Background: an optimization exercise with open tools, aiming at small area, a short achievable clock period and few clock cycles per item. Do not read the settings as production practice.
RTL that was checked went through simulation tests only; none was proved equivalent to the original.
For runs 2, 4 and 5, only the layout was checked, not whether the RTL still works.

**design/flow/config.mk**
```make
export PLATFORM = sky130hd
export DESIGN_NAME = seconds_to_calendar_time
export DESIGN_NICKNAME = seconds_to_calendar_time
export VERILOG_FILES = /design/flow/design.v
export SDC_FILE = /design/flow/constraint.sdc
export NUM_CORES = 4
export LEC_CHECK = 0
export CAP_MARGIN = 20
export CORE_MARGIN = 2
export CORE_UTILIZATION = 40
export SLEW_MARGIN = 20
```
**design/flow/constraint.sdc**
```tcl
create_clock -name core_clock -period 8.0 [get_ports {clk_i}]
set_input_delay 1.6000 -clock core_clock [delete_from_list [all_inputs] [get_ports {clk_i}]]
set_output_delay 1.6000 -clock core_clock [all_outputs]
set_load 0.01 [all_outputs]
```
**design/flow/design.v**
```verilog
package s2ct_pkg;
  localparam logic REG1 = 1'b1;
  localparam logic REG2 = 1'b1;
  localparam logic [19:0] MICRO_MAX = 20'd999999;
  function automatic logic [8:0] day_est(input logic [9:0] ah);
    logic [16:0] p;
    p = {1'b0, ah, 6'd0} + {2'b0, ah, 5'd0} + {7'd0, ah};
    day_est = p[16:8];
  endfunction
  function automatic logic [10:0] day_rem(input logic [17:0] a, input logic [8:0] dq);
    day_rem = a[10:0] - ({dq[1:0], 9'd0} + {dq[3:0], 7'd0} + {dq[5:0], 5'd0}
                         + {1'b0, dq, 1'b0} + {2'd0, dq});
  endfunction
  function automatic logic [10:0] block_split(input logic [10:0] r);
    logic [2:0] k;
    logic [7:0] adj;
    logic       dc;
    logic [1:0] hq;
    logic [2:0] kk;
    k = 3'd0;
    for (int i = 1; i < 6; i++) begin
      if (r >= 11'(225 * i)) k = 3'(i);
    end
    case (k)
      3'd0:    adj = 8'd0;
      3'd1:    adj = 8'd31;
      3'd2:    adj = 8'd62;
      3'd3:    adj = 8'd93;
      3'd4:    adj = 8'd124;
      default: adj = 8'd155;
    endcase
    dc = (k >= 3'd3);
    kk = k - 3'd3;
    hq = dc ? kk[1:0] : k[1:0];
    block_split = {dc, hq, r[7:0] + adj};
  endfunction
  function automatic logic [7:0] split15(input logic [7:0] p);
    logic [4:0] sm, sw;
    logic [3:0] hi;
    logic       c;
    sm = {1'b0, p[7:4]} + {1'b0, p[3:0]};
    c  = (sm >= 5'd15);
    sw = sm - 5'd15;
    hi = p[7:4] + {3'd0, c};
    split15 = {hi, c ? sw[3:0] : sm[3:0]};
  endfunction
  function automatic logic [16:0] time_of_day(input logic [1:0] hq, input logic [3:0] p1,
                                              input logic [3:0] p0, input logic [6:0] a);
    logic [5:0] q;
    logic [4:0] sq, sqw;
    logic       cq;
    logic [1:0] c1;
    logic [3:0] sp;
    logic [5:0] ml1;
    logic [2:0] hl1;
    logic [6:0] mt, mtw;
    logic       c2;
    logic [5:0] m;
    logic [2:0] hl;
    q  = {{1'b0, p0} + {1'b0, a[6:3]}, a[2]};
    sq = {3'd0, q[5:4]} + {1'b0, q[3:0]};
    cq = (sq >= 5'd15);
    c1 = q[5:4] + {1'b0, cq};
    sqw = sq - 5'd15;
    sp = cq ? sqw[3:0] : sq[3:0];
    case (p1)
      4'd0:    begin hl1 = 3'd0; ml1 = 6'd0;  end
      4'd1:    begin hl1 = 3'd0; ml1 = 6'd32; end
      4'd2:    begin hl1 = 3'd1; ml1 = 6'd4;  end
      4'd3:    begin hl1 = 3'd1; ml1 = 6'd36; end
      4'd4:    begin hl1 = 3'd2; ml1 = 6'd8;  end
      4'd5:    begin hl1 = 3'd2; ml1 = 6'd40; end
      4'd6:    begin hl1 = 3'd3; ml1 = 6'd12; end
      4'd7:    begin hl1 = 3'd3; ml1 = 6'd44; end
      4'd8:    begin hl1 = 3'd4; ml1 = 6'd16; end
      4'd9:    begin hl1 = 3'd4; ml1 = 6'd48; end
      4'd10:   begin hl1 = 3'd5; ml1 = 6'd20; end
      4'd11:   begin hl1 = 3'd5; ml1 = 6'd52; end
      4'd12:   begin hl1 = 3'd6; ml1 = 6'd24; end
      4'd13:   begin hl1 = 3'd6; ml1 = 6'd56; end
      default: begin hl1 = 3'd7; ml1 = 6'd28; end
    endcase
    mt = {1'b0, ml1} + {2'd0, p0, 1'b0} + {5'd0, c1};
    c2 = (mt >= 7'd60);
    mtw = mt - 7'd60;
    m  = c2 ? mtw[5:0] : mt[5:0];
    hl = hl1 + {2'd0, c2};
    time_of_day = {hq, hl, m, sp, a[1:0]};
  endfunction
  function automatic logic [8:0] month_day(input logic [8:0] d, input logic leap);
    logic [3:0] c;
    logic [4:0] lo;
    logic [5:0] t, tw;
    logic [4:0] o;
    logic       sel;
    logic [4:0] off;
    c  = d[8:5];
    lo = d[4:0];
    case (c)
      4'd0:    begin t = 6'd31; o = 5'd0;  end
      4'd1:    begin t = 6'd27; o = 5'd1;  end
      4'd2:    begin t = 6'd26; o = 5'd5;  end
      4'd3:    begin t = 6'd24; o = 5'd6;  end
      4'd4:    begin t = 6'd23; o = 5'd8;  end
      4'd5:    begin t = 6'd21; o = 5'd9;  end
      4'd6:    begin t = 6'd20; o = 5'd11; end
      4'd7:    begin t = 6'd19; o = 5'd12; end
      4'd8:    begin t = 6'd17; o = 5'd13; end
      4'd9:    begin t = 6'd16; o = 5'd15; end
      4'd10:   begin t = 6'd14; o = 5'd16; end
      default: begin t = 6'd32; o = 5'd18; end
    endcase
    if (leap && c != 4'd0) begin
      t = t + 6'd1;
      if (c != 4'd1) o = o - 5'd1;
    end
    sel = ({1'b0, lo} >= t);
    tw  = 6'd1 - t;
    off = sel ? tw[4:0] : o + 5'd1;
    month_day = {c + {3'd0, sel} + 4'd1, lo + off};
  endfunction
  function automatic logic div25(input logic [7:0] p);
    div25 = (p == 8'd0) || (p == 8'd25) || (p == 8'd50) || (p == 8'd75) || (p == 8'd100)
         || (p == 8'd125) || (p == 8'd150) || (p == 8'd175) || (p == 8'd200);
  endfunction
endpackage
module s2ct_front (
  input  logic        cfg_we_i,
  input  logic [15:0] cfg_data_i,
  input  logic [24:0] secs_i,
  input  logic [19:0] micro_i,
  input  logic        leap_i,
  output logic [47:0] x1_o      
);
  logic [17:0] a_hi;
  logic [8:0]  dq;
  logic [10:0] rq;
  logic        past;
  logic [19:0] micro;
  assign a_hi  = cfg_we_i ? {2'b00, cfg_data_i} : secs_i[24:7];
  assign dq    = s2ct_pkg::day_est(a_hi[17:8]);
  assign rq    = s2ct_pkg::day_rem(a_hi, dq);
  assign past  = (secs_i >= (leap_i ? 25'd31622400 : 25'd31536000));
  always_comb begin
    micro = (micro_i > s2ct_pkg::MICRO_MAX) ? s2ct_pkg::MICRO_MAX : micro_i;
    if (cfg_we_i) begin
      micro[0] = (cfg_data_i[1:0] == 2'b00);
      micro[1] = (cfg_data_i[3:0] == 4'b0000);
    end
  end
  assign x1_o = {past, micro, dq, rq, secs_i[6:0]};
endmodule
module s2ct_queue #(
  parameter int W = 48
) (
  input  logic         clk_i,
  input  logic         rst_ni,
  input  logic         en_i,
  input  logic         valid_i,
  input  logic [W-1:0] data_i,
  output logic         valid_o,
  output logic [W-1:0] data_o
);
  always_ff @(posedge clk_i or negedge rst_ni) begin
    if (!rst_ni) begin
      valid_o <= 1'b0;
    end else if (en_i) begin
      valid_o <= valid_i;
    end
  end
  always_ff @(posedge clk_i) begin
    if (en_i) begin
      data_o <= data_i;
    end
  end
endmodule
module s2ct_mid (
  input  logic [47:0] x1_i,      
  output logic [46:0] x2_o,      
  output logic        leap_o
);
  logic [10:0] blk;
  logic [7:0]  p15;
  logic [8:0]  d;
  assign blk = s2ct_pkg::block_split(x1_i[17:7]);
  assign p15 = s2ct_pkg::split15(blk[7:0]);
  assign d   = x1_i[26:18] + {8'd0, blk[10]};
  assign x2_o   = {x1_i[47:27], d, blk[9:8], p15, x1_i[6:0]};
  assign leap_o = x1_i[27] && (!s2ct_pkg::div25(blk[7:0]) || x1_i[28]);
endmodule
module s2ct_back (
  input  logic [46:0] x2_i,      
  input  logic        leap_i,
  output logic [47:0] data_o,
  output logic        past_o
);
  logic        past;
  logic [19:0] micro;
  logic [8:0]  md;
  logic [16:0] tod;
  assign past  = x2_i[46];
  assign micro = x2_i[45:26];
  assign md    = s2ct_pkg::month_day(x2_i[25:17], leap_i);
  assign tod   = s2ct_pkg::time_of_day(x2_i[16:15], x2_i[14:11], x2_i[10:7], x2_i[6:0]);
  assign past_o = past;
  assign data_o = past ? {2'b00, micro, 6'd59, 6'd59, 5'd23, 5'd31, 4'd12}
                       : {2'b00, micro, tod[5:0], tod[11:6], tod[16:12], md[4:0], md[8:5]};
endmodule
module seconds_to_calendar_time (
  input  logic        clk_i,
  input  logic        rst_ni,
  input  logic        cfg_we_i,
  input  logic [15:0] cfg_data_i,
  input  logic        s_axis_tvalid,
  output logic        s_axis_tready,
  input  logic [47:0] s_axis_tdata,   
  output logic        m_axis_tvalid,
  input  logic        m_axis_tready,
  output logic [47:0] m_axis_tdata,   
  output logic [0:0]  m_axis_tuser    
);
  logic        leap_q;
  logic        en, cfg_pend, leap_new;
  logic        v1, v2;
  logic [47:0] x1, x1_q;
  logic [46:0] x2, x2_q;
  assign en            = !m_axis_tvalid || m_axis_tready;
  assign s_axis_tready = en && !cfg_pend;
  s2ct_front u_front (
    .cfg_we_i   (cfg_we_i),
    .cfg_data_i (cfg_data_i),
    .secs_i     (s_axis_tdata[24:0]),
    .micro_i    (s_axis_tdata[44:25]),
    .leap_i     (leap_q),
    .x1_o       (x1)
  );
  generate
    if (s2ct_pkg::REG1) begin : g_reg1
      logic cfg_q;
      s2ct_queue #(.W(49)) u_queue (
        .clk_i   (clk_i),
        .rst_ni  (rst_ni),
        .en_i    (en),
        .valid_i (s_axis_tvalid && s_axis_tready),
        .data_i  ({cfg_we_i, x1}),
        .valid_o (v1),
        .data_o  ({cfg_q, x1_q})
      );
      assign cfg_pend = cfg_q;
    end else begin : g_wire1
      assign v1       = s_axis_tvalid && s_axis_tready;
      assign x1_q     = x1;
      assign cfg_pend = 1'b0;
    end
  endgenerate
  s2ct_mid u_mid (
    .x1_i   (x1_q),
    .x2_o   (x2),
    .leap_o (leap_new)
  );
  always_ff @(posedge clk_i or negedge rst_ni) begin
    if (!rst_ni) begin
      leap_q <= 1'b1;
    end else if (s2ct_pkg::REG1 ? cfg_pend : cfg_we_i) begin
      leap_q <= leap_new;
    end
  end
  generate
    if (s2ct_pkg::REG2) begin : g_reg2
      s2ct_queue #(.W(47)) u_queue2 (
        .clk_i   (clk_i),
        .rst_ni  (rst_ni),
        .en_i    (en),
        .valid_i (v1),
        .data_i  (x2),
        .valid_o (v2),
        .data_o  (x2_q)
      );
    end else begin : g_wire2
      assign v2   = v1;
      assign x2_q = x2;
    end
  endgenerate
  assign m_axis_tvalid = v2;
  s2ct_back u_back (
    .x2_i   (x2_q),
    .leap_i (leap_q),
    .data_o (m_axis_tdata),
    .past_o (m_axis_tuser[0])
  );
endmodule
```
**design/flow/run.sh**
```bash
#!/bin/bash
# synth_recipe.tcl (not shown) runs the flow's synth.tcl, then flattens the netlist and writes it again
# the make line also repeats each setting of config.mk as NAME=value (left out here)
make -C /OpenROAD-flow-scripts/flow DESIGN_CONFIG=/design/flow/config.mk WORK_HOME=/design/flow/orfs CLKGATE_MAP_FILE= SYNTH_SCRIPT=/design/flow/synth_recipe.tcl finish
```
==> run summary, run 1 <==
Worst R2R Path Depth: 28
Num CTS Buffers: 17
synthesized area per cell: 10.8 um2
die height: 151 um
cell area after synthesis: 8680 um2
Slew @ Worst Pin: 0.835 ns
Yosys warnings: 6
reg2reg setup slack: 1.40 ns
Simple-Gate Fraction of Synth Area: 0.125
setup tns final: 0 ns
DR WL/cell: 14.4 um
worst hold start: g_reg1.u_queue.data_o[39]$_SDFFCE_PP0N_
CP endpoint kind: output pin
CTS max path bufs: 2
RR Startpoint: g_reg1.u_queue.data_o[8]$_DFFE_PN_
Post-Synthesis Cells: 800
DR pass1 iterations: 4
xor-xnor portion of the synthesized cell area: 0.0736
DRC viols: 0
H-tree levels: 4
Filler cells: 1906
EDFF count, synth: 96
crit path from: g_reg2.u_queue2.data_o[8]$_DFFE_PN_
Detailed Place HPWL: 13.9 mm
Crit path required time: 6.40 ns
area share of the largest cell type after synthesis: 0.332
layout cells sized above 1: 0.103
relative slew slack: 0.443
DRT antenna net count: 0
clock sink count: 114
synth top area cells: edfxtp_1 33%, ha_1 15%, fa_1 5.8%
die width: 151 um
crit path time final: 7.69 ns
top_reg_cell synth: edfxtp_1
CTS tree: yes
gr ovfl total: 0
initial antenna violation count: 0
n_diodes: 0
kind of critical path: flop to output pin
post-synthesis register bit count: 114
first-pass GRT wire length: 27.9 mm
Critical Path Sink: m_axis_tdata[11]
Max Slew Vio Count: 0
Synth Area in Adders: 0.208
Vias/cell: 4.97
final wirelength: 17.3 mm
number of global-route vias before repair: 5752
GPL Wtd Cong: 0.834
number of core rows: 53
# setup viols final: 0
hold crit path type: flop to flop
Yosys top cell by area: edfxtp_1
status: timing/DRC/antenna clean
Worst-path clk slew: 0.05 ns
Initial Util: 0.410
Seq/Total Area, Yosys: 0.376
root buffer cell: clkbuf_16
largest family of logic cells by synthesized area: adder cells
period utilization: 0.961
CP Max Fanout: 4
Async S/R FF share, synth: 0.0263
IO Pins: 120
Synth cell types: 81
# port buffers: 114
post-synthesis mux area share: 0.0489
largest net degree at the start of global routing: 60
Layout Skew: 0.00578 ns
Crit path arrival time: 6.09 ns
gr usage total: 0.157
via count: 5962
area added between synthesis and finish: 23.0%
die area: 22900 um2
post-synthesis compound-gate area fraction: 0.111
Core ar.: 21200 um2
clock latency (worst-skew pair): 0.41 ns
maxcap violations: 0
Max Freq: 0.130 GHz
Fin. Hold Viols: 0
type of origin of the critical path: flop
cts hold-fix bufs: 0
Iter 0 DRT Violations: 269
nets@finish: 1109
-- final cells by class --
class | count | area (um2) | area share
multi-input combinational | 580 | 4950 | 0.464
sequential | 114 | 3260 | 0.305
timing repair buffer | 128 | 1250 | 0.117
clock buffer | 17 | 425 | 0.0399
tap | 275 | 344 | 0.0322
inverter | 70 | 263 | 0.0246
clock inverter | 15 | 183 | 0.0171
-- worst max-delay path, cell delays in order, from the launching register on --
cell and delay (ns):
edfxtp_1 0.46, ha_1 0.32, a21o_1 0.18, a21oi_1 0.17
xnor2_1 0.21, ha_2 0.25, fa_1 0.48, ha_1 0.28
a21oi_2 0.14, nand2b_1 0.09, a32oi_2 0.19, inv_1 0.06
ha_1 0.18, xor2_1 0.16, ha_1 0.21, fa_1 0.42
xor2_2 0.19, ha_1 0.23, a22o_1 0.20, nand2_1 0.07
o21ai_1 0.07, ha_1 0.20, ha_1 0.19, xnor2_1 0.12
nand2b_1 0.06, clkdlybuf4s50_1 0.53
-- cell families (layout without fill, tap and decap cells) --
logic type | Yosys count | in the layout
muxes | 37 | 37
AOI/OAI and AO/OA | 137 | 137
other | 1 | 2
and+or+nand+nor | 203 | 203
DFF | 114 | 114
adders and majority gates | 129 | 129
buffers and inverters | 107 | 230
xor gates and xnor gates | 72 | 72
-- cell usage after synthesis (18+ instances only) --
cell and count:
a21o_1 18, mux2i_1 21, xnor2_1 46, ha_1 104
inv_1 69, xor2_1 25, o21ai_0 24, buf_4 22
a21oi_1 34, nand3_1 18, fa_1 25, nand2_1 34
edfxtp_1 96, nor2_1 45
-- through the flow --
step	hold WS [ns]	util	cell area [um2]	worst slack [ns]	instances
6_report	0.416	0.504	10700	0.313	1199
5_1_grt	0.425	0.504	10700	-0.0117	1199
4_1_cts	0.419	0.503	10600	0.000886	1196
3_5_place_dp	0.405	0.473	10000	0.218	1164
3_3_place_gp	0.401	0.473	10000	0.258	1164
2_1_floorplan	0.400	-	8680	0.642	801
-- how the worst min path moves through the flow --
stage,end,depth (start not counted)
floorplan,g_reg2.u_queue2.data_o[0]$_DFFE_PN_,0
global placement,g_reg2.u_queue2.data_o[45]$_DFFE_PN_,0
detailed placement,g_reg2.u_queue2.data_o[4]$_DFFE_PN_,0
CTS,g_reg2.u_queue2.data_o[39]$_DFFE_PN_,0
global route,g_reg2.u_queue2.data_o[38]$_DFFE_PN_,0
finish,g_reg2.u_queue2.data_o[38]$_DFFE_PN_,0
-- routing by layer --
layer	up-vias	GRT usage	wire length, um
li1	3062	-	-
met1	2766	0.214	8210
met2	116	0.254	8140
met3	18	0.0283	653
met4	0	0.0491	258
met5	-	0	0
-- what timing repair did --
| action | in CTS | in global routing |
|---|---|---|
| resized for setup | 2 | 3 |
| setup endpoints to repair | 1 | 5 |
| buffers inserted | 0 | 3 |
| pin swaps | 0 | 2 |
| endpoints found under the hold margin | 0 | 0 |
-- cells in the final DEF (no fill, tap or decap), types with 5 or more instances in the layout --
cell,instances
ha_1,103
and2_1,11
mux2i_1,21
o21a_1,7
or2_2,13
nand2_1,34
a21oi_1,33
xor2_1,24
or3_1,5
nor4_1,5
fa_1,25
clkinv_4,5
inv_1,69
mux2_2,11
nor2b_1,13
xnor2_1,46
nor3_1,13
nand4_1,6
dfxtp_1,15
o21ai_0,24
edfxtp_1,96
nand3_1,18
clkbuf_16,17
nor2_1,45
clkdlybuf4s50_1,113
buf_4,14
a21o_1,18
nand2b_1,16
Testbench counts, summed over its fixed seeds: cycles 8,016, items 8,000.
==> run 2: changes to the inputs <==
--- a/design/flow/design.v
+++ b/design/flow/design.v
@@ -2,4 +2,7 @@
   localparam logic REG1 = 1'b1;
-  localparam logic REG2 = 1'b1;
+  localparam logic REG2 = 1'b0;
   localparam logic [19:0] MICRO_MAX = 20'd999999;
+  localparam logic [63:0] ADJ225 = 64'b0000000000000000100110110111110001011101001111100001111100000000;
+  localparam logic [175:0] MD_TO = 176'b10000010010100000100101000001001010000010010100000100100011101000001000001111010001011010100110110001010001011010101010010101110100001100000110011010001010110110000101111100000;
+  localparam logic [143:0] HM32 = 144'b111011100111011100110111000110011000101110100101010100100110000100010000011101100011001100010101000010001000001100100001000100000100000000000000;
   function automatic logic [8:0] day_est(input logic [9:0] ah);
@@ -23,10 +26,3 @@
     end
-    case (k)
-      3'd0:    adj = 8'd0;
-      3'd1:    adj = 8'd31;
-      3'd2:    adj = 8'd62;
-      3'd3:    adj = 8'd93;
-      3'd4:    adj = 8'd124;
-      default: adj = 8'd155;
-    endcase
+    adj = ADJ225[8*k +: 8];
     dc = (k >= 3'd3);
@@ -54,2 +50,3 @@
     logic [5:0] ml1;
+    logic [8:0] hm1;
     logic [2:0] hl1;
@@ -65,19 +62,5 @@
     sp = cq ? sqw[3:0] : sq[3:0];
-    case (p1)
-      4'd0:    begin hl1 = 3'd0; ml1 = 6'd0;  end
-      4'd1:    begin hl1 = 3'd0; ml1 = 6'd32; end
-      4'd2:    begin hl1 = 3'd1; ml1 = 6'd4;  end
-      4'd3:    begin hl1 = 3'd1; ml1 = 6'd36; end
-      4'd4:    begin hl1 = 3'd2; ml1 = 6'd8;  end
-      4'd5:    begin hl1 = 3'd2; ml1 = 6'd40; end
-      4'd6:    begin hl1 = 3'd3; ml1 = 6'd12; end
-      4'd7:    begin hl1 = 3'd3; ml1 = 6'd44; end
-      4'd8:    begin hl1 = 3'd4; ml1 = 6'd16; end
-      4'd9:    begin hl1 = 3'd4; ml1 = 6'd48; end
-      4'd10:   begin hl1 = 3'd5; ml1 = 6'd20; end
-      4'd11:   begin hl1 = 3'd5; ml1 = 6'd52; end
-      4'd12:   begin hl1 = 3'd6; ml1 = 6'd24; end
-      4'd13:   begin hl1 = 3'd6; ml1 = 6'd56; end
-      default: begin hl1 = 3'd7; ml1 = 6'd28; end
-    endcase
+    hm1 = HM32[9*p1 +: 9];
+    hl1 = hm1[8:6];
+    ml1 = hm1[5:0];
     mt = {1'b0, ml1} + {2'd0, p0, 1'b0} + {5'd0, c1};
@@ -93,2 +76,3 @@
     logic [5:0] t, tw;
+    logic [10:0] to;
     logic [4:0] o;
@@ -98,16 +82,5 @@
     lo = d[4:0];
-    case (c)
-      4'd0:    begin t = 6'd31; o = 5'd0;  end
-      4'd1:    begin t = 6'd27; o = 5'd1;  end
-      4'd2:    begin t = 6'd26; o = 5'd5;  end
-      4'd3:    begin t = 6'd24; o = 5'd6;  end
-      4'd4:    begin t = 6'd23; o = 5'd8;  end
-      4'd5:    begin t = 6'd21; o = 5'd9;  end
-      4'd6:    begin t = 6'd20; o = 5'd11; end
-      4'd7:    begin t = 6'd19; o = 5'd12; end
-      4'd8:    begin t = 6'd17; o = 5'd13; end
-      4'd9:    begin t = 6'd16; o = 5'd15; end
-      4'd10:   begin t = 6'd14; o = 5'd16; end
-      default: begin t = 6'd32; o = 5'd18; end
-    endcase
+    to = MD_TO[11*c +: 11];
+    t  = to[10:5];
+    o  = to[4:0];
     if (leap && c != 4'd0) begin
@@ -239,3 +212,3 @@
       logic cfg_q;
-      s2ct_queue #(.W(49)) u_queue (
+      s2ct_queue #(.W(48)) u_queue (
         .clk_i   (clk_i),
@@ -244,6 +217,13 @@
         .valid_i (s_axis_tvalid && s_axis_tready),
-        .data_i  ({cfg_we_i, x1}),
+        .data_i  (x1),
         .valid_o (v1),
-        .data_o  ({cfg_q, x1_q})
+        .data_o  (x1_q)
       );
+      always_ff @(posedge clk_i or negedge rst_ni) begin
+        if (!rst_ni) begin
+          cfg_q <= 1'b0;
+        end else if (en) begin
+          cfg_q <= cfg_we_i;
+        end
+      end
       assign cfg_pend = cfg_q;
==> design/flow/flow/run.sh (new file) <==
#!/bin/bash
# Standard layout, with synthesis left to plain gates (no full/half adder
# cells, no Kogge-Stone carry map, ABC area script) and plain buffers on the
# ports. Each tool's full output is in the ORFS logs under orfs/logs; make's
# own output is in make_finish.log.
set -euo pipefail
bash standard.sh \
  ADDER_MAP_FILE= \
  SYNTH_OPERATIONS_ARGS=-nofsm \
  ABC_AREA=1 \
  "BUFFER_PORTS_ARGS=-buffer_cell sky130_fd_sc_hd__buf_1" \
  finish > make_finish.log 2>&1
==> design/flow/standard.sh (new file) <==
#!/bin/bash
# synth_recipe.tcl (not shown) runs the flow's synth.tcl, then flattens the netlist and writes it again
# the make line also repeats each setting of config.mk as NAME=value (left out here)
make -C /OpenROAD-flow-scripts/flow DESIGN_CONFIG=/design/flow/config.mk WORK_HOME=/design/flow/orfs CLKGATE_MAP_FILE= SYNTH_SCRIPT=/design/flow/synth_recipe.tcl "${@:-finish}"
removed: design/flow/run.sh
==> run 2 against run 1 <==
Setup slack gained 0.40 ns. Still clean on timing, DRC and antenna. Routed wire length shrank 11%. Worst hold slack gained 0.12 ns. Utilization shrank 5.5 points. Fmax grew 5.4%. Critical path depth grew 25. Final cell count grew 14%. Sequential share of layout area shrank 9.2 points. First-iteration DRC count grew 23%.
==> run summary, run 2 <==
die area: 17100 um2 (was 22900 um2)
# port buffers: 114 (unchanged)
CP endpoint kind: output pin (unchanged)
Slew @ Worst Pin: 0.889 ns (was 0.835 ns)
Initial Util: 0.407 (was 0.410)
clock latency (worst-skew pair): 0.30 ns (was 0.41 ns)
Yosys warnings: 5 (was 6)
DRC viols: 0 (unchanged)
H-tree levels: 2 (was 4)
n_diodes: 0 (unchanged)
Synth cell types: 49 (was 81)
Yosys top cell by area: edfxtp_1 (unchanged)
status: timing/DRC/antenna clean (unchanged)
setup tns final: 0 ns (unchanged)
Worst Hold End: leap_q$_DFFE_PN1P_ (was g_reg2.u_queue2.data_o[38]$_DFFE_PN_)
top_reg_cell synth: edfxtp_1 (unchanged)
cell area after synthesis: 6440 um2 (was 8680 um2)
commonest cells in the netlist: 315 x nand2_1, 147 x inv_1, 112 x nand3_1 (was 104 x ha_1, 96 x edfxtp_1, 69 x inv_1)
Reg-to-Reg End: leap_q$_DFFE_PN1P_
nets@finish: 1217 (was 1109)
synthesized area per cell: 6.09 um2 (was 10.8 um2)
reg2reg setup slack: 4.58 ns (was 1.40 ns)
Fin. Hold Viols: 0 (unchanged)
DR WL/cell: 11.2 um (was 14.4 um)
post-synthesis register bit count: 51 (was 114)
cts hold-fix bufs: 0 (unchanged)
most frequent cells in the layout: 315 x nand2_1, 146 x inv_1, 114 x buf_1 (was 113 x clkdlybuf4s50_1, 103 x ha_1, 96 x edfxtp_1)
Worst R2R Path Depth: 24 (was 28)
kind of critical path: flop to output pin (unchanged)
Max Freq: 0.137 GHz (was 0.130 GHz)
gr ovfl total: 0 (unchanged)
clock sink count: 51 (was 114)
commonest non-fill, non-tap cell in the layout: nand2_1 (was clkdlybuf4s50_1)
Crit path required time: 6.40 ns (about the same)
top-count cell post-synth: nand2_1 (was ha_1)
Max Slew Vio Count: 0 (unchanged)
die height: 131 um (was 151 um)
maxcap violations: 0 (unchanged)
# setup viols final: 0 (unchanged)
Slowest-stage cell, CP: edfxtp_1 (was clkdlybuf4s50_1)
Crit path arrival time: 5.69 ns (was 6.09 ns)
via count: 6486 (was 5962)
number of core rows: 46 (was 53)
DR pass1 iterations: 5 (was 4)
Largest stage delay, worst path: 0.46 ns (was 0.53 ns)
type of origin of the critical path: flop (unchanged)
CTS tree: yes (unchanged)
Num CTS Buffers: 5 (was 17)
die width: 131 um (was 151 um)
EDFF count, synth: 48 (was 96)
area share of the largest cell type after synthesis: 0.224 (was 0.332)
first-pass GRT wire length: 26.2 mm (was 27.9 mm)
Detailed Place HPWL: 12.6 mm (was 13.9 mm)
RSZ-0062 raised after global routing: no
Iter 0 DRT Violations: 330 (was 269)
CP Max Fanout: 9 (was 4)
post-CTS resize count: 0 (was 2)
Top reg by flops: g_reg1.u_queue.data_o
number of global-route vias before repair: 6033 (was 5752)
Async S/R FF share, synth: 0.0588 (was 0.0263)
number of flip-flops under the largest register name: 48
Hold Path Depth: 1 (was 0)
Post-Synthesis Cells: 1058 (was 800)
relative slew slack: 0.407 (was 0.443)
GPL Wtd Cong: 0.841 (was 0.834)
largest net degree at the start of global routing: 50 (was 60)
Layout Skew: 0.00635 ns (was 0.00578 ns)
IO Pins: 120 (unchanged)
Setup Fix Bufs, Post-CTS: 0 (unchanged)
final wirelength: 15.3 mm (was 17.3 mm)
RR Startpoint: g_reg1.u_queue.data_o[10]$_DFFE_PN_ (was g_reg1.u_queue.data_o[8]$_DFFE_PN_)
area added between synthesis and finish: 10.6% (was 23.0%)
root buffer cell: clkbuf_16 (unchanged)
DRT antenna net count: 0 (unchanged)
Worst-path clk slew: 0.07 ns (was 0.05 ns)
Vias/cell: 4.75 (was 4.97)
Seq/Total Area, Yosys: 0.236 (was 0.376)
CTS max path bufs: 2 (unchanged)
initial antenna violation count: 0 (unchanged)
Core ar.: 15800 um2 (was 21200 um2)
gr usage total: 0.188 (was 0.157)
layout cells sized above 1: 0.113 (was 0.103)
hold crit path type: flop to flop (unchanged)
worst hold start: g_reg1.cfg_q$_DFFE_PN0N_ (was g_reg1.u_queue.data_o[39]$_SDFFCE_PP0N_)
period utilization: 0.911 (was 0.961)
synth top area cells: edfxtp_1 22%, nand2_1 18%, nand3_1 8.7% (was edfxtp_1 33%, ha_1 15%, fa_1 5.8%)
crit path time final: 7.29 ns (was 7.69 ns)
## run 2: worst max path at each step
stage                                         from          endpoint  slack [ns]  cells after the start
3_3_place_gp   g_reg1.u_queue.data_o[11]$_DFFE_PN_   m_axis_tdata[8]        1.05                     36
3_5_place_dp   g_reg1.u_queue.data_o[11]$_DFFE_PN_   m_axis_tdata[8]        0.98                     36
5_1_grt        g_reg1.u_queue.data_o[10]$_DFFE_PN_  m_axis_tdata[11]        0.02                     48
4_1_cts        g_reg1.u_queue.data_o[11]$_DFFE_PN_   m_axis_tdata[8]        0.63                     36
2_1_floorplan  g_reg1.u_queue.data_o[10]$_DFFE_PN_  m_axis_tdata[16]        1.87                     50
6_report       g_reg1.u_queue.data_o[10]$_DFFE_PN_  m_axis_tdata[11]        0.71                     50
## run 2: kinds of logic after synthesis
family / share of synthesized area
adders and majority gates: 0.00311
buffers and inverters: 0.128
and+or+nand+nor: 0.462
muxes: 0.00155
other: 0.000582
xor gates and xnor gates: 0.0612
AOI/OAI and AO/OA: 0.107
DFF: 0.236
## run 2: metrics by stage
| stage | hold WS, ns | instance area, um2 | setup slack, ns | instances | util |
|---|---|---|---|---|---|
| final | 0.534 | 7120 | 0.709 | 1365 | 0.450 |
| after CTS | 0.538 | 7110 | 0.630 | 1365 | 0.449 |
| after global routing | 0.598 | 7120 | 0.0204 | 1365 | 0.450 |
| after global placement | 0.510 | 6940 | 1.05 | 1357 | 0.439 |
| after floorplan | 0.463 | 6440 | 1.87 | 1059 | - |
| after detailed placement | 0.527 | 6940 | 0.979 | 1357 | 0.439 |
## run 2: layer usage
| metal | wire, um | share of wire | track usage |
|---|---|---|---|
| met1 | 7070 | 0.46 | 0.233 |
| met4 | 196 | 0.013 | 0.0438 |
| met5 | 0 | 0 | 0 |
| met3 | 408 | 0.027 | 0.0232 |
| met2 | 7620 | 0.50 | 0.345 |
## run 2: worst max-delay path: cells and delay by family (launching register included)
kind            cells  cell delay, ns
compound gates      3            0.53
buf+inv             3            0.30
flops               1            0.46
simple gates       44            4.10
## run 2: area by class of cell
type                    instances  area, um2
flip-flops and latches         51       1520
well taps                     216        270
fillers                      1742       8710
repair buffers                115        435
inverters                     165        621
multi-input cells             810       4110
clock buffers                   6        129
clock inverters                 2       38.8
==> run 3: changes to the inputs <==
--- a/design/flow/design.v
+++ b/design/flow/design.v
@@ -2,3 +2,3 @@
   localparam logic REG1 = 1'b1;
-  localparam logic REG2 = 1'b0;
+  localparam logic REG2 = 1'b1;
   localparam logic [19:0] MICRO_MAX = 20'd999999;
==> run 3 against run 2 <==
Worst hold slack got worse by 0.12 ns. Setup slack better by 1.9 ns. Sequential share of layout area grew 11 points. Register-to-register slack worse by 0.39 ns. Die area is 27% higher. Clock skew rose by 0.0072 ns. Global-route usage decreased by 2.1 points. Highest routed layer unchanged.
==> run summary, run 3 <==
CTS tree: yes (unchanged)
commonest non-fill, non-tap cell in the layout: nand2_1 (unchanged)
area share of the largest cell type after synthesis: 0.346 (was 0.224)
area added between synthesis and finish: 10.2% (was 10.6%)
number of flip-flops under the largest register name: 48 (unchanged)
synth top area cells: edfxtp_1 35%, nand2_1 17%, inv_1 7.8% (was edfxtp_1 22%, nand2_1 18%, nand3_1 8.7%)
number of global-route vias before repair: 6674 (was 6033)
initial antenna violation count: 0 (unchanged)
fin cells: 1562 (was 1365)
DP Cell Count: 1546 (was 1357)
gr ovfl total: 0 (unchanged)
Slew @ Worst Pin: 0.824 ns (was 0.889 ns)
EDFF count, synth: 95 (was 48)
die height: 147 um (was 131 um)
CP endpoint kind: output pin (unchanged)
Vias/cell: 4.69 (was 4.75)
Largest stage delay, worst path: 0.50 ns (was 0.46 ns)
Largest regs: g_reg1.u_queue.data_o (48), g_reg2.u_queue2.data_o (47)
# port buffers: 114 (unchanged)
Top cell by count, worst path: nand2_1
Max Freq: 0.185 GHz (was 0.137 GHz)
synthesized area per cell: 6.88 um2 (was 6.09 um2)
RSZ-0062 raised after global routing: no (unchanged)
Setup Fix Bufs, Post-CTS: 0 (unchanged)
post-synthesis register bit count: 99 (was 51)
clock sink count: 99 (was 51)
root buffer cell: clkbuf_16 (unchanged)
Detailed Place HPWL: 14.1 mm (was 12.6 mm)
Max Slew Vio Count: 0 (unchanged)
Place WS: 2.48 ns (was 0.979 ns)
gr usage total: 0.166 (was 0.188)
cts hold-fix bufs: 0 (unchanged)
IO Pins: 120 (unchanged)
Worst-path clk slew: 0.07 ns (about the same)
die area: 21800 um2 (was 17100 um2)
n_diodes: 0 (unchanged)
status: timing/DRC/antenna clean (unchanged)
GPL Wtd Cong: 0.885 (was 0.841)
Synth cell types: 49 (unchanged)
Yosys top cell by area: edfxtp_1 (unchanged)
DR WL/cell: 11.1 um (was 11.2 um)
first-pass GRT wire length: 30.1 mm (was 26.2 mm)
maxcap violations: 0 (unchanged)
H-tree levels: 3 (was 2)
Iter 0 DRT Violations: 298 (was 330)
cell family with most CP delay: simple AND/OR/NAND/NOR gates (unchanged)
type of origin of the critical path: flop (unchanged)
setup tns final: 0 ns (unchanged)
final core occ: 0.449 (was 0.450)
layout cells sized above 1: 0.110 (was 0.113)
Crit path arrival time: 3.82 ns (was 5.69 ns)
post-CTS resize count: 0 (unchanged)
Crit path required time: 6.40 ns (about the same)
Yosys warnings: 6 (was 5)
final wirelength: 17.3 mm (was 15.3 mm)
top-count cell post-synth: nand2_1 (unchanged)
Num CTS Buffers: 9 (was 5)
cell area after synthesis: 8240 um2 (was 6440 um2)
commonest cells in the netlist: 377 x nand2_1, 172 x inv_1, 97 x nand3_1 (was 315 x nand2_1, 147 x inv_1, 112 x nand3_1)
period utilization: 0.677 (was 0.911)
Seq/Total Area, Yosys: 0.359 (was 0.236)
clock latency (worst-skew pair): 0.35 ns (was 0.30 ns)
# setup viols final: 0 (unchanged)
worst setup margin: 2.58 ns (was 0.709 ns)
DR pass1 iterations: 6 (was 5)
dpl cell area: 8770 um2 (was 6940 um2)
CP Cell Sequence: nor2_1 -> a21oi_1 -> a21oi_1 -> inv_1 -> nor2_1 -> nand2_1 -> nand2_1 -> nand2_1 -> o21ai_1 -> o21ai_0 -> o21ai_1 -> o211ai_1 -> nand2_1 -> inv_2 -> nand3_1 -> o21ai_0 -> maj3_1 -> a21oi_1 -> xor2_1 -> nand2_1 -> buf_1
via count: 7327 (was 6486)
hold crit path type: flop to flop (unchanged)
nets@finish: 1356 (was 1217)
kind of critical path: flop to output pin (unchanged)
most frequent cells in the layout: 377 x nand2_1, 171 x inv_1, 114 x buf_1 (was 315 x nand2_1, 146 x inv_1, 114 x buf_1)
CP Max Fanout: 9 (unchanged)
Slowest-stage cell, CP: edfxtp_1 (unchanged)
top_reg_cell synth: edfxtp_1 (unchanged)
Initial Util: 0.407 (about the same)
Async S/R FF share, synth: 0.0404 (was 0.0588)
DRC viols: 0 (unchanged)
Post-Synthesis Cells: 1197 (was 1058)
Top reg by flops: g_reg1.u_queue.data_o (unchanged)
DRT antenna net count: 0 (unchanged)
Layout Skew: 0.0135 ns (was 0.00635 ns)
relative slew slack: 0.450 (was 0.407)
Fin. Hold Viols: 0 (unchanged)
CTS max path bufs: 2 (unchanged)
die width: 147 um (was 131 um)
Core ar.: 20200 um2 (was 15800 um2)
design area: 9080 um2 (was 7120 um2)
crit path time final: 5.42 ns (was 7.29 ns)
number of core rows: 52 (was 46)
largest net degree at the start of global routing: 95 (was 50)
Buf/Inv on CP: 3 (unchanged)
run 3: changes by cell type after synthesis, moves of 10 or more:
cell      delta
nand2_1     +62
inv_1       +25
or2_2       -13
edfxtp_1    +47
nor2_1      -10
nand3_1     -15
nand2_2     +13
nand4_1     +10
nand3_2     +10
run 3: cells by family after synthesis:
| family | count (synthesis) | share of synthesized area |
|---|---|---|
| AND/OR/NAND/NOR | 698 | 0.388 |
| buffers and inverters | 229 | 0.118 |
| AO/OA/AOI/OAI | 128 | 0.0899 |
| flip-flops | 99 | 0.359 |
| XOR/XNOR | 41 | 0.0436 |
| adder cells (fa/ha/maj) | 1 | 0.00122 |
| other | 1 | 0.000455 |
run 3: metrics by stage:
stage / hold WS, ns
final: 0.418
after global routing: 0.424
after CTS: 0.421
after detailed placement: 0.405
after global placement: 0.400
after floorplan: 0.400
run 3: final timing paths:
kind / startpoint / to / slack, ns / cells after the start
max: g_reg2.u_queue2.data_o[24]$_DFFE_PN_ / m_axis_tdata[7] / 2.58 / 21
min in group asynchronous: rst_ni / g_reg1.u_queue.valid_o$_DFFE_PN0N_ / 1.08 / 1
min: g_reg1.u_queue.data_o[31]$_SDFFCE_PP1N_ / g_reg2.u_queue2.data_o[30]$_DFFE_PN_ / 0.42 / 0
max in group asynchronous: rst_ni / leap_q$_DFFE_PN1P_ / 6.65 / 1
min reg2reg: g_reg1.u_queue.data_o[31]$_SDFFCE_PP1N_ / g_reg2.u_queue2.data_o[30]$_DFFE_PN_ / 0.42 / 0
max reg2reg: g_reg1.u_queue.data_o[10]$_DFFE_PN_ / g_reg2.u_queue2.data_o[14]$_DFFE_PN_ / 4.19 / 29
run 3: final cells by class:
| cell class | instances | area (um2) |
|---|---|---|
| clock buffers | 10 | 229 |
| repair buffers | 116 | 447 |
| inverters | 191 | 721 |
| clock inverters | 6 | 78.8 |
| flip-flops and latches | 99 | 2950 |
| fillers | 2111 | 11200 |
| multi-input cells | 870 | 4310 |
| well taps | 270 | 338 |
run 3: layer usage:
layer | track usage | part of all wire | vias to the layer above
met4 | 0.0447 | 0.015 | 0
li1 | - | - | 3996
met5 | 0 | 0 | -
met1 | 0.215 | 0.48 | 3212
met3 | 0.0231 | 0.032 | 12
met2 | 0.293 | 0.48 | 107
Testbench counts of run 3, summed over its fixed seeds: cycles 8,016, items 8,000.
==> run 4: changes to the inputs <==
--- a/design/flow/design.v
+++ b/design/flow/design.v
@@ -42,4 +42,3 @@
   endfunction
-  function automatic logic [16:0] time_of_day(input logic [1:0] hq, input logic [3:0] p1,
-                                              input logic [3:0] p0, input logic [6:0] a);
+  function automatic logic [7:0] seconds(input logic [3:0] p0, input logic [6:0] a);
     logic [5:0] q;
@@ -49,2 +48,12 @@
     logic [3:0] sp;
+    q   = {{1'b0, p0} + {1'b0, a[6:3]}, a[2]};
+    sq  = {3'd0, q[5:4]} + {1'b0, q[3:0]};
+    cq  = (sq >= 5'd15);
+    c1  = q[5:4] + {1'b0, cq};
+    sqw = sq - 5'd15;
+    sp  = cq ? sqw[3:0] : sq[3:0];
+    seconds = {c1, sp, a[1:0]};
+  endfunction
+  function automatic logic [10:0] hour_minute(input logic [1:0] hq, input logic [3:0] p1,
+                                              input logic [3:0] p0, input logic [1:0] c1);
     logic [5:0] ml1;
@@ -56,8 +65,2 @@
     logic [2:0] hl;
-    q  = {{1'b0, p0} + {1'b0, a[6:3]}, a[2]};
-    sq = {3'd0, q[5:4]} + {1'b0, q[3:0]};
-    cq = (sq >= 5'd15);
-    c1 = q[5:4] + {1'b0, cq};
-    sqw = sq - 5'd15;
-    sp = cq ? sqw[3:0] : sq[3:0];
     hm1 = HM32[9*p1 +: 9];
@@ -65,8 +68,8 @@
     ml1 = hm1[5:0];
-    mt = {1'b0, ml1} + {2'd0, p0, 1'b0} + {5'd0, c1};
-    c2 = (mt >= 7'd60);
+    mt  = {1'b0, ml1} + {2'd0, p0, 1'b0} + {5'd0, c1};
+    c2  = (mt >= 7'd60);
     mtw = mt - 7'd60;
-    m  = c2 ? mtw[5:0] : mt[5:0];
-    hl = hl1 + {2'd0, c2};
-    time_of_day = {hq, hl, m, sp, a[1:0]};
+    m   = c2 ? mtw[5:0] : mt[5:0];
+    hl  = hl1 + {2'd0, c2};
+    hour_minute = {hq, hl, m};
   endfunction
@@ -104,4 +107,3 @@
   input  logic [19:0] micro_i,
-  input  logic        leap_i,
-  output logic [47:0] x1_o      
+  output logic [46:0] x1_o      
 );
@@ -110,8 +112,6 @@
   logic [10:0] rq;
-  logic        past;
   logic [19:0] micro;
-  assign a_hi  = cfg_we_i ? {2'b00, cfg_data_i} : secs_i[24:7];
-  assign dq    = s2ct_pkg::day_est(a_hi[17:8]);
-  assign rq    = s2ct_pkg::day_rem(a_hi, dq);
-  assign past  = (secs_i >= (leap_i ? 25'd31622400 : 25'd31536000));
+  assign a_hi = cfg_we_i ? {2'b00, cfg_data_i} : secs_i[24:7];
+  assign dq   = s2ct_pkg::day_est(a_hi[17:8]);
+  assign rq   = s2ct_pkg::day_rem(a_hi, dq);
   always_comb begin
@@ -123,3 +123,3 @@
   end
-  assign x1_o = {past, micro, dq, rq, secs_i[6:0]};
+  assign x1_o = {micro, dq, rq, secs_i[6:0]};
 endmodule
@@ -150,4 +150,5 @@
 module s2ct_mid (
-  input  logic [47:0] x1_i,      
-  output logic [46:0] x2_o,      
+  input  logic [46:0] x1_i,      
+  input  logic        leap_i,
+  output logic [47:0] x2_o,      
   output logic        leap_o
@@ -157,6 +158,12 @@
   logic [8:0]  d;
-  assign blk = s2ct_pkg::block_split(x1_i[17:7]);
-  assign p15 = s2ct_pkg::split15(blk[7:0]);
-  assign d   = x1_i[26:18] + {8'd0, blk[10]};
-  assign x2_o   = {x1_i[47:27], d, blk[9:8], p15, x1_i[6:0]};
+  logic [8:0]  md;
+  logic [7:0]  sec;
+  logic        past;
+  assign blk  = s2ct_pkg::block_split(x1_i[17:7]);
+  assign p15  = s2ct_pkg::split15(blk[7:0]);
+  assign d    = x1_i[26:18] + {8'd0, blk[10]};
+  assign past = (d >= (leap_i ? 9'd366 : 9'd365));
+  assign md   = s2ct_pkg::month_day(d, leap_i);
+  assign sec  = s2ct_pkg::seconds(p15[3:0], x1_i[6:0]);
+  assign x2_o   = {past, x1_i[46:27], md, blk[9:8], p15, sec};
   assign leap_o = x1_i[27] && (!s2ct_pkg::div25(blk[7:0]) || x1_i[28]);
@@ -164,4 +171,3 @@
 module s2ct_back (
-  input  logic [46:0] x2_i,      
-  input  logic        leap_i,
+  input  logic [47:0] x2_i,      
   output logic [47:0] data_o,
@@ -172,10 +178,10 @@
   logic [8:0]  md;
-  logic [16:0] tod;
-  assign past  = x2_i[46];
-  assign micro = x2_i[45:26];
-  assign md    = s2ct_pkg::month_day(x2_i[25:17], leap_i);
-  assign tod   = s2ct_pkg::time_of_day(x2_i[16:15], x2_i[14:11], x2_i[10:7], x2_i[6:0]);
+  logic [10:0] hm;
+  assign past  = x2_i[47];
+  assign micro = x2_i[46:27];
+  assign md    = x2_i[26:18];
+  assign hm    = s2ct_pkg::hour_minute(x2_i[17:16], x2_i[15:12], x2_i[11:8], x2_i[7:6]);
   assign past_o = past;
   assign data_o = past ? {2'b00, micro, 6'd59, 6'd59, 5'd23, 5'd31, 4'd12}
-                       : {2'b00, micro, tod[5:0], tod[11:6], tod[16:12], md[4:0], md[8:5]};
+                       : {2'b00, micro, x2_i[5:0], hm[5:0], hm[10:6], md[4:0], md[8:5]};
 endmodule
@@ -197,4 +203,4 @@
   logic        v1, v2;
-  logic [47:0] x1, x1_q;
-  logic [46:0] x2, x2_q;
+  logic [46:0] x1, x1_q;
+  logic [47:0] x2, x2_q;
   assign en            = !m_axis_tvalid || m_axis_tready;
@@ -206,3 +212,2 @@
     .micro_i    (s_axis_tdata[44:25]),
-    .leap_i     (leap_q),
     .x1_o       (x1)
@@ -212,3 +217,3 @@
       logic cfg_q;
-      s2ct_queue #(.W(48)) u_queue (
+      s2ct_queue #(.W(47)) u_queue (
         .clk_i   (clk_i),
@@ -237,2 +242,3 @@
     .x1_i   (x1_q),
+    .leap_i (leap_q),
     .x2_o   (x2),
@@ -249,3 +255,3 @@
     if (s2ct_pkg::REG2) begin : g_reg2
-      s2ct_queue #(.W(47)) u_queue2 (
+      s2ct_queue #(.W(48)) u_queue2 (
         .clk_i   (clk_i),
@@ -266,3 +272,2 @@
     .x2_i   (x2_q),
-    .leap_i (leap_q),
     .data_o (m_axis_tdata),
==> run 4 against run 3 <==
Fmax decreased by 3.4%. Final cell count fell by 6.7%. Worst hold slack lost 0.0055 ns. First-iteration DRC count fell by 7.4%. Clock skew down 0.0042 ns. Critical path type is now primary input to flop.
==> run summary, run 4 <==
status: timing/DRC/antenna clean (unchanged)
DRC viols: 0 (unchanged)
EDFF count, synth: 95 (unchanged)
CP endpoint kind: flop (was output pin)
commonest non-fill, non-tap cell in the layout: nand2_1 (unchanged)
most frequent cells in the layout: 320 x nand2_1, 142 x inv_1, 114 x buf_1 (was 377 x nand2_1, 171 x inv_1, 114 x buf_1)
IO Pins: 120 (unchanged)
period utilization: 0.701 (was 0.677)
setup tns final: 0 ns (unchanged)
commonest cells in the netlist: 320 x nand2_1, 143 x inv_1, 95 x edfxtp_1 (was 377 x nand2_1, 172 x inv_1, 97 x nand3_1)
DR WL/cell: 10.8 um (was 11.1 um)
die area: 21200 um2 (was 21800 um2)
Max Slew Vio Count: 0 (unchanged)
CP Max Fanout: 23 (was 9)
layout cells sized above 1: 0.142 (was 0.110)
Filler cells: 2045 (was 2111)
area added between synthesis and finish: 10.9% (was 10.2%)
Async S/R FF share, synth: 0.0404 (unchanged)
Post-Synthesis Cells: 1092 (was 1197)
Layout Skew: 0.00931 ns (was 0.0135 ns)
Detailed Place HPWL: 13.0 mm (was 14.1 mm)
maxcap violations: 0 (unchanged)
Num CTS Buffers: 9 (unchanged)
DRT antenna net count: 0 (unchanged)
number of flip-flops under the largest register name: 48 (unchanged)
GPL Wtd Cong: 0.909 (was 0.885)
area share of the largest cell type after synthesis: 0.355 (was 0.346)
Largest stage delay, worst path: 0.27 ns (was 0.50 ns)
largest net degree at the start of global routing: 50 (was 95)
crit path time final: 5.61 ns (was 5.42 ns)
number of core rows: 51 (was 52)
root buffer cell: clkbuf_16 (unchanged)
Vias/cell: 4.58 (was 4.69)
kind of critical path: primary input to flop (was flop to output pin)
post-synthesis register bit count: 99 (unchanged)
# setup viols final: 0 (unchanged)
Largest regs: g_reg2.u_queue2.data_o (48), g_reg1.u_queue.data_o (47) (was g_reg1.u_queue.data_o (48), g_reg2.u_queue2.data_o (47))
cell area after synthesis: 8030 um2 (was 8240 um2)
type of origin of the critical path: primary input (was flop)
die height: 146 um (was 147 um)
first-pass GRT wire length: 28.0 mm (was 30.1 mm)
number of global-route vias before repair: 6305 (was 6674)
Yosys top cell by area: edfxtp_1 (unchanged)
gr ovfl total: 0 (unchanged)
gr usage total: 0.157 (was 0.166)
final wirelength: 15.8 mm (was 17.3 mm)
Top reg by flops: g_reg2.u_queue2.data_o (was g_reg1.u_queue.data_o)
design area: 8900 um2 (was 9080 um2)
Fin. Hold Viols: 0 (unchanged)
n_diodes: 0 (unchanged)
via count: 6681 (was 7327)
Max Freq: 0.178 GHz (was 0.185 GHz)
Top cell by count, worst path: nand2_1 (unchanged)
Crit path required time: 8.10 ns (was 6.40 ns)
Slew @ Worst Pin: 0.667 ns (was 0.824 ns)
cts hold-fix bufs: 0 (unchanged)
hold crit path type: flop to flop (unchanged)
clock sink count: 99 (unchanged)
DR pass1 iterations: 5 (was 6)
Core ar.: 19600 um2 (was 20200 um2)
clock latency (worst-skew pair): 0.36 ns (was 0.35 ns)
Initial Util: 0.410 (was 0.407)
synthesized area per cell: 7.35 um2 (was 6.88 um2)
CTS max path bufs: 2 (unchanged)
relative slew slack: 0.555 (was 0.450)
initial antenna violation count: 0 (unchanged)
RSZ-0062 raised after global routing: no (unchanged)
post-CTS resize count: 0 (unchanged)
Yosys warnings: 6 (unchanged)
top_reg_cell synth: edfxtp_1 (unchanged)
nets@finish: 1257 (was 1356)
Iter 0 DRT Violations: 276 (was 298)
synth top area cells: edfxtp_1 36%, nand2_1 15%, inv_1 6.7% (was edfxtp_1 35%, nand2_1 17%, inv_1 7.8%)
Synth cell types: 58 (was 49)
top-count cell post-synth: nand2_1 (unchanged)
Crit path arrival time: 5.71 ns (was 3.82 ns)
die width: 146 um (was 147 um)
Setup Fix Bufs, Post-CTS: 0 (unchanged)
Slowest-stage cell, CP: xor2_2 (was edfxtp_1)
Worst-path clk slew: 0.08 ns (was 0.07 ns)
# port buffers: 114 (unchanged)
CTS tree: yes (unchanged)
H-tree levels: 3 (unchanged)
dpl cell area: 8600 um2 (was 8770 um2)
Seq/Total Area, Yosys: 0.368 (was 0.359)
[run 4: logic make-up (layout without fill, tap and decap cells)]
family,count (synthesis),after routing,share of synthesized area
compound gates,108,108,0.0831
xor+xnor,58,58,0.0689
fa+ha+maj,2,2,0.00281
buf+inv,196,296,0.103
flops,99,99,0.368
mux,1,1,0.00125
other cells,1,2,0.000467
simple gates,627,627,0.372
[run 4: area by class of cell]
class                   instances  area, um2  area share
clock buffers                   9        225      0.0253
clock inverters                 7       80.1     0.00900
inverters                     164        621      0.0697
multi-input cells             798       4250       0.477
flip-flops and latches         99       2950       0.332
well taps                     265        332      0.0372
repair buffers                116        443      0.0498
[run 4: worst paths after layout]
| check | start | depth (start not counted) | end | slack [ns] |
|---|---|---|---|---|
| setup / recovery | cfg_we_i | 34 | g_reg1.u_queue.data_o[17]$_DFFE_PN_ | 2.39 |
| hold / removal | g_reg1.u_queue.data_o[33]$_SDFFCE_PP0N_ | 0 | g_reg2.u_queue2.data_o[33]$_DFFE_PN_ | 0.41 |
| setup reg to reg | g_reg1.u_queue.data_o[13]$_DFFE_PN_ | 32 | g_reg2.u_queue2.data_o[22]$_DFFE_PN_ | 3.15 |
| hold reg to reg | g_reg1.u_queue.data_o[33]$_SDFFCE_PP0N_ | 0 | g_reg2.u_queue2.data_o[33]$_DFFE_PN_ | 0.41 |
| max in group asynchronous | rst_ni | 1 | leap_q$_DFFE_PN1P_ | 6.63 |
| min in group asynchronous | rst_ni | 1 | g_reg2.u_queue2.valid_o$_DFFE_PN0N_ | 1.09 |
[run 4: per-stage QoR]
step	hold slack (ns)	utilization	cells	setup slack [ns]
6_report	0.412	0.454	1458	2.39
5_1_grt	0.415	0.454	1458	1.80
4_1_cts	0.414	0.454	1458	2.38
3_5_place_dp	0.405	0.439	1442	2.00
3_3_place_gp	0.401	0.439	1442	2.06
2_1_floorplan	0.400	-	1093	2.89
[run 4: worst max-delay path: cells and delay by family]
kind	cells	cell delay, ns
AO/OA/AOI/OAI	3	0.28
XOR/XNOR	3	0.74
buffers and inverters	6	0.69
AND/OR/NAND/NOR	22	2.39
[run 4: routing by layer]
metal	wire length [um]	GRT usage	share of wire	vias up
met4	200	0.0412	0.013	0
met2	7300	0.271	0.46	133
met1	7650	0.205	0.48	2866
li1	-	-	-	3669
met5	0	0	0	-
met3	672	0.0276	0.042	13
==> run 5: changes to the inputs <==
--- a/design/flow/config.mk
+++ b/design/flow/config.mk
@@ -9,3 +9,4 @@
 export CORE_MARGIN = 2
-export CORE_UTILIZATION = 40
+export CORE_UTILIZATION = 60
+export CTS_BUF_LIST = sky130_fd_sc_hd__clkbuf_8
 export SLEW_MARGIN = 20
==> run 5 against run 4 <==
Critical path depth decreased by 1. Synthesized area unchanged. Worst hold slack better by 0.017 ns. Highest routed layer unchanged.
==> run summary, run 5 <==
Top reg by flops: g_reg2.u_queue2.data_o (unchanged)
clock latency (worst-skew pair): 0.39 ns (was 0.36 ns)
top_reg_cell synth: edfxtp_1 (unchanged)
gr ovfl total: 0 (unchanged)
RSZ-0062 raised after global routing: no (unchanged)
number of flip-flops under the largest register name: 48 (unchanged)
area added between synthesis and finish: 8.23% (was 10.9%)
setup tns final: 0 ns (unchanged)
DR top layer: met4 (unchanged)
crit path time final: 5.68 ns (was 5.61 ns)
Post-Synthesis Cells: 1092 (unchanged)
clock sink count: 99 (unchanged)
maxcap violations: 0 (unchanged)
post-synthesis register bit count: 99 (unchanged)
first-pass GRT wire length: 26.6 mm (was 28.0 mm)
Yosys warnings: 6 (unchanged)
Largest stage delay, worst path: 0.40 ns (was 0.27 ns)
Seq/Total Area, Yosys: 0.368 (unchanged)
Hold Path Depth: 0 (unchanged)
Synth cell types: 58 (unchanged)
die area: 14300 um2 (was 21200 um2)
synthesized area per cell: 7.35 um2 (unchanged)
CP Max Fanout: 14 (was 23)
DRT antenna net count: 0 (unchanged)
type of origin of the critical path: primary input (unchanged)
most frequent cells in the layout: 320 x nand2_1, 143 x inv_1, 114 x buf_1 (was 320 x nand2_1, 142 x inv_1, 114 x buf_1)
CTS tree: yes (unchanged)
Vias/cell: 4.91 (was 4.58)
Worst-path clk slew: 0.10 ns (was 0.08 ns)
DRC viols: 0 (unchanged)
number of global-route vias before repair: 6206 (was 6305)
# setup viols final: 0 (unchanged)
status: timing/DRC/antenna clean (unchanged)
Core ar.: 13100 um2 (was 19600 um2)
largest net degree at the start of global routing: 86 (was 50)
commonest cells in the netlist: 320 x nand2_1, 143 x inv_1, 95 x edfxtp_1 (unchanged)
post-CTS resize count: 0 (unchanged)
initial antenna violation count: 0 (unchanged)
number of core rows: 42 (was 51)
Top cell by count, worst path: nand2_1 (unchanged)
final wirelength: 15.0 mm (was 15.8 mm)
Detailed Place HPWL: 12.3 mm (was 13.0 mm)
Num CTS Buffers: 9 (unchanged)
fin cells: 1369 (was 1458)
commonest non-fill, non-tap cell in the layout: nand2_1 (unchanged)
Fin. Hold Viols: 0 (unchanged)
GPL Wtd Cong: 0.966 (was 0.909)
Crit path required time: 8.15 ns (was 8.10 ns)
DR pass1 iterations: 5 (unchanged)
cts hold-fix bufs: 0 (unchanged)
M1 WL: 6.83 mm (was 7.65 mm)
hold crit path type: flop to flop (unchanged)
DP Cell Count: 1353 (was 1442)
Worst R2R Path Depth: 32 (unchanged)
H-tree levels: 3 (unchanged)
Slowest-stage cell, CP: buf_1 (was xor2_2)
via count: 6721 (was 6681)
kind of critical path: primary input to flop (unchanged)
relative slew slack: 0.299 (was 0.555)
Layout Skew: 0.0109 ns (was 0.00931 ns)
CP endpoint kind: flop (unchanged)
gr usage total: 0.227 (was 0.157)
Initial Util: 0.611 (was 0.410)
Worst Hold Margin: 0.430 ns (was 0.412 ns)
Max Freq: 0.176 GHz (was 0.178 GHz)
area share of the largest cell type after synthesis: 0.355 (unchanged)
Iter 0 DRT Violations: 305 (was 276)
EDFF count, synth: 95 (unchanged)
Crit path arrival time: 5.83 ns (was 5.71 ns)
Slew @ Worst Pin: 1.05 ns (was 0.667 ns)
root buffer cell: clkbuf_8 (was clkbuf_16)
DR WL met3: 606 um (was 672 um)
IO Pins: 120 (unchanged)
die width: 120 um (was 146 um)
n_diodes: 0 (unchanged)
top-count cell post-synth: nand2_1 (unchanged)
CTS max path bufs: 2 (unchanged)
layout cells sized above 1: 0.142 (about the same)
die height: 120 um (was 146 um)
# port buffers: 114 (unchanged)
Async S/R FF share, synth: 0.0404 (unchanged)
Max Slew Vio Count: 0 (unchanged)
nets@finish: 1257 (unchanged)
period utilization: 0.710 (was 0.701)
cell area after synthesis: 8030 um2 (unchanged)
Yosys top cell by area: edfxtp_1 (unchanged)
dpl cell area: 8480 um2 (was 8600 um2)
Largest regs: g_reg2.u_queue2.data_o (48), g_reg1.u_queue.data_o (47) (unchanged)
WL met2: 7.29 mm (was 7.30 mm)
synth top area cells: edfxtp_1 36%, nand2_1 15%, inv_1 6.7% (unchanged)
Setup Fix Bufs, Post-CTS: 0 (unchanged)
DR WL/cell: 11.0 um (was 10.8 um)
design area: 8690 um2 (was 8900 um2)
==> run 5: cell counts after synthesis <==
No cell type changed its count.
==> run 5: layout make-up <==
class / instances / area (um2)
clock buffers: 9 / 124
clock inverters: 7 / 80.1
fillers: 1238 / 4450
inverters: 164 / 619
multi-input cells: 798 / 4250
flip-flops and latches: 99 / 2950
well taps: 176 / 220
repair buffers: 116 / 443
==> run 5: cell families (layout without fill, tap and decap cells) <==
kind of cell | after synthesis | after routing | synth area share
compound gates | 108 | 108 | 0.0831
mux | 1 | 1 | 0.00125
xor+xnor | 58 | 58 | 0.0689
flops | 99 | 99 | 0.368
buf+inv | 196 | 296 | 0.103
other cells | 1 | 2 | 0.000467
simple gates | 627 | 627 | 0.372
fa+ha+maj | 2 | 2 | 0.00281
==> run 5: worst paths after layout <==
path / start / to / slack [ns]
worst max register to register: g_reg1.u_queue.data_o[13]$_DFFE_PN_ / g_reg2.u_queue2.data_o[22]$_DFFE_PN_ / 3.24
min in group asynchronous: rst_ni / g_reg2.u_queue2.valid_o$_DFFE_PN0N_ / 1.05
worst min-delay path: g_reg1.u_queue.data_o[41]$_SDFFCE_PP1N_ / g_reg2.u_queue2.data_o[41]$_DFFE_PN_ / 0.43
max in group asynchronous: rst_ni / leap_q$_DFFE_PN1P_ / 6.68
worst max-delay path: cfg_we_i / g_reg1.u_queue.data_o[16]$_DFFE_PN_ / 2.32
worst min register to register: g_reg1.u_queue.data_o[41]$_SDFFCE_PP1N_ / g_reg2.u_queue2.data_o[41]$_DFFE_PN_ / 0.43
==> run 5: worst max-delay path, delay by kind of cell <==
family | cells | cell delay [ns]
AND/OR/NAND/NOR | 23 | 2.45
buffers and inverters | 3 | 0.74
AO/OA/AOI/OAI | 4 | 0.35
XOR/XNOR | 2 | 0.34
adder cells (fa/ha/maj) | 1 | 0.32
==> run 5: metrics by stage <==
stage	worst slack, ns	utilization
2_1_floorplan	2.89	-
3_3_place_gp	1.92	0.646
3_5_place_dp	1.88	0.646
4_1_cts	2.30	0.661
5_1_grt	1.70	0.661
6_report	2.32	0.661
==> run 5: metal layers <==
layer | GRT usage | vias up
met5 | 0 | -
met4 | 0.0787 | 0
met3 | 0.0314 | 21
met2 | 0.403 | 119
met1 | 0.286 | 2925
li1 | - | 3656

[re-timing with driven ports]
The flow's constraints put no driver on any port. The routed layouts listed below were extracted and timed again, unchanged, in two steps. Step 1: set_driving_cell puts a clkbuf_16 on clk_i and a buf_2 on each other input, an assumption about the parent block. Step 2 moves the port delays by t, midway between the first and last clock arrival at a register: inputs arrive t later, outputs are due t later. That takes back most of the time a late clock gives input paths. Three values: ideal ports, drivers, drivers and shift; two values: the first two.
run	shift t [ns]	setup WS [ns]	worst setup path after step 2	clock arrival spread, ns	worst slew at a driven data input, ns
run 1	0.451	0.313 / 0.273 / 0.253	input to register	0.010 / 0.010	0.04
run 2	0.338	0.709 / 0.669 / 1.007	register to output	0.006 / 0.007	0.05
run 3	0.384	2.582 / 2.538 / 2.489	input to register	0.014 / 0.013	0.06
run 4	0.392	2.392 / 2.414 / 2.022	input to register	0.011 / 0.010	0.04
run 5	0.417	2.319 / 2.331 / 1.913	input to register	0.013 / 0.013	0.04
After both steps setup and hold are still met in every run listed. For run 5, which loses most, drivers alone change the setup slack by +0.012 ns; drivers and shift together by -0.406 ns.
